Background: an optimization exercise with open tools, aiming at small area and a short achievable clock period. Do not read the settings as production practice. Function was checked by simulation only, so behaviour that the tests miss may differ from the original. The clock input has no modelled driver; a real chip could not lean on it and would need a root buffer or a full tree. Power is estimated from default activity; no workload was simulated.

Setup of job 4160:
// mem_test_ram_responder
module mem_test_ram_responder #(
    parameter int DATUM_WIDTH   = 8,
    parameter int ADDR_WIDTH    = 8,
    parameter int WRITE_LATENCY = 1,
    parameter int READ_LATENCY  = 2
) (
    input  logic                   i_clk,
    input  logic                   i_rst_n_async,
    input  logic                   i_wr_req,
    input  logic                   i_rd_req,
    input  logic [ADDR_WIDTH-1:0]  i_address,
    input  logic [DATUM_WIDTH-1:0] i_memory_data_write,
    input  logic                   i_fault_ena,
    input  logic [ADDR_WIDTH-1:0]  i_fault_addr,
    input  logic [DATUM_WIDTH-1:0] i_fault_mask,
    output logic                   o_memory_write_ready,
    output logic                   o_memory_read_valid,
    output logic [DATUM_WIDTH-1:0] o_memory_data_read,
    output logic                   o_busy
);
    localparam int DEPTH = 2 ** ADDR_WIDTH;
    localparam int W     = DATUM_WIDTH;
    localparam int LO_W  = ADDR_WIDTH / 2;
    localparam int HI_W  = ADDR_WIDTH - LO_W;
    localparam int N_LO  = 2 ** LO_W;
  ...
For scale: about 6900 cells after synthesis, about 2100 flip-flops, about 48 I/O pins, roughly 0.074 mm² of cells after synthesis.
Settings: LEC_CHECK=0, ABC_CLOCK_PERIOD_IN_PS=4500, CAP_MARGIN=20, CORE_MARGIN=2, CORE_UTILIZATION=40, SETUP_SLACK_MARGIN=2.9, SLEW_MARGIN=20, SYNTH_HIERARCHICAL=1, SYNTH_MINIMUM_KEEP_SIZE=0; clock period 5.5 ns.
standard.sh (not shown) runs the stock make flow with config.mk's settings and CLKGATE_MAP_FILE= SYNTH_SCRIPT=/design/flow/synth_recipe.tcl, a recipe that flattens the netlist after the stock synthesis.
==> flow/flow/run.sh <==
#!/bin/bash
# Standard ORFS layout (the standard.sh, unchanged synthesis, floorplan,
# placement and routing); only the clock tree synthesis arguments differ:
# no dummy loads for balancing, and larger sink clusters (fewer leaf buffers).
set -euo pipefail
bash standard.sh \
  "CTS_ARGS=-sink_clustering_enable -repair_clock_nets -dont_use_dummy_load -sink_clustering_size 22 -sink_clustering_max_diameter 120" \
  finish > standard_flow.log 2>&1
> inputs changed (job 4160 -> job 5485)
# job 4160
export LEC_CHECK = 0
export ABC_CLOCK_PERIOD_IN_PS = 4500
export CAP_MARGIN = 20
export CORE_MARGIN = 2
export CORE_UTILIZATION = 40
export SETUP_SLACK_MARGIN = 2.9
export SLEW_MARGIN = 20
export SYNTH_HIERARCHICAL = 1
export SYNTH_MINIMUM_KEEP_SIZE = 0
create_clock -name core_clock -period 5.5 [get_ports {i_clk}]
# job 5485
export LEC_CHECK = 0
export ABC_CLOCK_PERIOD_IN_PS = 4500
export CAP_MARGIN = 20
export CORE_MARGIN = 2
export CORE_UTILIZATION = 40
export SETUP_SLACK_MARGIN = 0.2
export SLEW_MARGIN = 20
export SYNTH_HIERARCHICAL = 1
export SYNTH_MINIMUM_KEEP_SIZE = 0
create_clock -name core_clock -period 5.5 [get_ports {i_clk}]
==> flow/run.sh (new file) <==
#!/bin/bash
# synth_recipe.tcl (not shown) runs the flow's synth.tcl, then flattens the netlist and writes it again
# the make line also repeats each setting of config.mk as NAME=value (left out here)
make -C /OpenROAD-flow-scripts/flow DESIGN_CONFIG=/design/flow/config.mk WORK_HOME=/design/flow/orfs CLKGATE_MAP_FILE= SYNTH_SCRIPT=/design/flow/synth_recipe.tcl finish
removed: flow/flow/run.sh
removed: flow/standard.sh
Notes after the runs:
Across job 5485 and job 4160, the outcome is the same: a clean finish for every run.
Job 5485 vs job 4160: clock network power share up
Job 5485 vs job 4160: number of buffers outside the clock class in the layout down
Of job 5485 and job 4160, the run reporting the higher cell depth of the worst setup path was job 5485.
On area of all placed cells without fillers, the higher figure sits with job 5485, not job 4160.
## Diff of input files: job 6520 against job 5485
# job 5485
export LEC_CHECK = 0
export ABC_CLOCK_PERIOD_IN_PS = 4500
export CAP_MARGIN = 20
export CORE_MARGIN = 2
export CORE_UTILIZATION = 40
export SETUP_SLACK_MARGIN = 0.2
export SLEW_MARGIN = 20
export SYNTH_HIERARCHICAL = 1
export SYNTH_MINIMUM_KEEP_SIZE = 0
create_clock -name core_clock -period 5.5 [get_ports {i_clk}]
# job 6520
export LEC_CHECK = 0
export ABC_CLOCK_PERIOD_IN_PS = 4500
export CAP_MARGIN = 20
export CORE_MARGIN = 2
export CORE_UTILIZATION = 40
export SETUP_SLACK_MARGIN = 2.9
export SLEW_MARGIN = 20
export SYNTH_HIERARCHICAL = 1
export SYNTH_MINIMUM_KEEP_SIZE = 0
create_clock -name core_clock -period 5.5 [get_ports {i_clk}]
[summary]
- Going from job 5485 to job 6520, fraction of standard cell area in multi-input logic climbed 0.24 points, setup slack after layout went up, final instance count without filler cells grew by 32, number of clock buffers in the layout went up by 10.
- In the tables for job 6520 and job 5485, final area reads lower with job 5485.
- Post-CTS setup-driven buffer insertion count was lower in the run labelled job 5485.
- Worst supply voltage drop on vdd | job 6520 above job 5485
- Delta (job 6520 minus job 5485): non-clock inverter count in the final layout saw little to no change, total area of multi-input combinational cells saw an increase.

* * *

Another version of the RTL of mem_test_ram_responder (not shown whole).
Size in the first run: about 7200 cells after synthesis, about 48 I/O pins.
Settings: LEC_CHECK=0, ABC_CLOCK_PERIOD_IN_PS=4500, CAP_MARGIN=20, CORE_MARGIN=2, CORE_UTILIZATION=50, SETUP_SLACK_MARGIN=3.1, SLEW_MARGIN=20, SYNTH_HIERARCHICAL=1, SYNTH_MINIMUM_KEEP_SIZE=0; clock period 5.5 ns.
==> flow/flow/run.sh <==
#!/bin/bash
# Standard ORFS layout (the standard.sh, unchanged synthesis, floorplan,
# placement and routing) with these changes:
#  * the clock tree is built without dummy balancing loads and with larger
#    sink clusters (fewer leaf buffers);
#  * each port gets a buf_2 as its port buffer;
set -euo pipefail
here=$(pwd)
bash standard.sh \
  "CTS_ARGS=-sink_clustering_enable -repair_clock_nets -dont_use_dummy_load -sink_clustering_size 22 -sink_clustering_max_diameter 120" \
  "BUFFER_PORTS_ARGS=-buffer_cell sky130_fd_sc_hd__buf_2" \
  "POST_CTS_TCL=$here/flow/clkroot.tcl" \
  finish > standard_flow.log 2>&1
Other scripts of this flow, unchanged in this note and not shown: flow/flow/clkroot.tcl
The starting point completed without violations.
==> next run, changes <==
- CORE_UTILIZATION: 50 -> 40
- SETUP_SLACK_MARGIN: 3.1 -> 3.2
Total power went up by 0.42%. Via count went up by 1.9%. Wire length went up by about 6%. Flip-flop and latch count is unchanged. Worst hold slack improved by 0.010 ns. Global-route usage went down by 4.7 points.
==> next run, changes <==
--- a/flow/flow/run.sh
+++ b/flow/flow/run.sh
@@ -9,3 +9,3 @@
 bash standard.sh \
-  "CTS_ARGS=-sink_clustering_enable -repair_clock_nets -dont_use_dummy_load -sink_clustering_size 22 -sink_clustering_max_diameter 120" \
+  "CTS_ARGS=-sink_clustering_enable -repair_clock_nets -dont_use_dummy_load -sink_clustering_size 26 -sink_clustering_max_diameter 150" \
   "BUFFER_PORTS_ARGS=-buffer_cell sky130_fd_sc_hd__buf_2" \
- SETUP_SLACK_MARGIN: 3.2 -> 3.1
Effect: Maximum frequency fell by 2.0%; design area shrinks by about 1.5%; first-iteration DRC count went down by about 3.6%; routed wire length falls by about 1.3%; sequential cell count stays the same; critical path depth does not change; cell count is about the same; via count fell by 0.63%.
==> next run, changes <==
--- a/flow/flow/run.sh
+++ b/flow/flow/run.sh
@@ -9,3 +9,3 @@
 bash standard.sh \
-  "CTS_ARGS=-sink_clustering_enable -repair_clock_nets -dont_use_dummy_load -sink_clustering_size 26 -sink_clustering_max_diameter 150" \
+  "CTS_ARGS=-sink_clustering_enable -repair_clock_nets -dont_use_dummy_load -sink_clustering_size 22 -sink_clustering_max_diameter 120" \
   "BUFFER_PORTS_ARGS=-buffer_cell sky130_fd_sc_hd__buf_2" \
Outcome: Non-clock buffer count came out higher by 6; total power is higher by a few percent; global-route usage rises by 0.22 points; cell area grows slightly; setup slack improves by 0.061 ns; routed wire length went up slightly; utilization increases by 0.30 points; register-to-register slack gets better by 0.06 ns.

* * *

== old ==
Another version of the RTL of mem_test_ram_responder (not shown whole).
Size in the first run: roughly 6,700 cells after synthesis, roughly 48 I/O pins, roughly 75,000 um^2 of cells after synthesis.
Settings: LEC_CHECK=0, ABC_CLOCK_PERIOD_IN_PS=4500, CAP_MARGIN=20, CORE_MARGIN=2, CORE_UTILIZATION=40, SETUP_SLACK_MARGIN=3.0, SLEW_MARGIN=20, SYNTH_HIERARCHICAL=1, SYNTH_MINIMUM_KEEP_SIZE=0; clock period 5.5 ns.
==> flow/flow/run.sh <==
#!/bin/bash
# Standard ORFS layout (the standard.sh, unchanged synthesis, floorplan,
# placement and routing); only the clock tree synthesis arguments differ:
# no dummy loads for balancing, and larger sink clusters (fewer leaf buffers).
set -euo pipefail
bash standard.sh \
  "CTS_ARGS=-sink_clustering_enable -repair_clock_nets -dont_use_dummy_load -sink_clustering_size 22 -sink_clustering_max_diameter 120" \
  finish > standard_flow.log 2>&1
old ran to completion and came out clean on the timing, DRC and antenna checks.
> inputs changed (old -> new)
-- flow/flow/run.sh --
<<< old, line 3
# placement and routing); only the clock tree synthesis arguments differ:
# no dummy loads for balancing, and larger sink clusters (fewer leaf buffers).
>>> new, line 3
# placement and routing) with two arguments changed: the clock tree is built
# without dummy balancing loads and with larger sink clusters (fewer leaf
# buffers), and each port gets a buf_2 as its port buffer.
<<< old, line 8
>>> new, line 9
  "BUFFER_PORTS_ARGS=-buffer_cell sky130_fd_sc_hd__buf_2" \
-- flow/config.mk --
<<< old, line 11
export CORE_UTILIZATION = 40
>>> new, line 11
export CORE_UTILIZATION = 60
new vs. old: combinational share of power moved down; final total power lost 0.27 mW; global-route wire length before repair fell 5.4%; hold slack decreased 0.27 ns. In the tables for old and new, setup slack of the critical path after layout reads lower with new. On post-route met1 wirelength: between old and new, it ends up higher for old. The lower share of total power consumed by net switching came out of new.

-- port drivers added, routing unchanged --
Ports are ideal in the flow. The routed layouts listed here were re-timed in OpenROAD.
Step 1 assumes that a clkbuf_16 drives the clock port and a buf_2 every other input.
Step 2 adds t to the input delays and takes it off the output delays; t is the mean of the earliest and latest rising clock arrival at the registers after step 1. Input paths then give back, and output paths get back, about the clock's delay inside the block.
Three values: no drivers, after step 1, after step 2; two values: the first two.
run | t, ns | slack for setup (ns) | worst setup path after step 2
job 4160 | 0.835 | 2.839 / 2.839 / 2.363 | input to register
job 5485 | 0.922 | 2.039 / 2.039 / 2.039 | register to register
job 6520 | 0.905 | 2.822 / 2.822 / 2.384 | input to register
the first run of note 2 | 0.778 | 3.046 / 2.936 / 2.884 | input to register
the second run of note 2 | 0.789 | 3.092 / 2.936 / 3.092 | register to register
the third run of note 2 | 0.739 | 3.043 / 2.981 / 3.043 | register to register
the fourth run of note 2 | 0.791 | 3.104 / 2.931 / 3.087 | input to register
old | 0.841 | 2.932 / 2.925 / 2.084 | input to register
new | 0.818 | 2.901 / 2.901 / 2.127 | input to register
After both steps setup and hold are still met in every run listed. For old, which loses most, drivers alone change the setup slack by -0.007 ns; drivers and shift together by -0.848 ns.
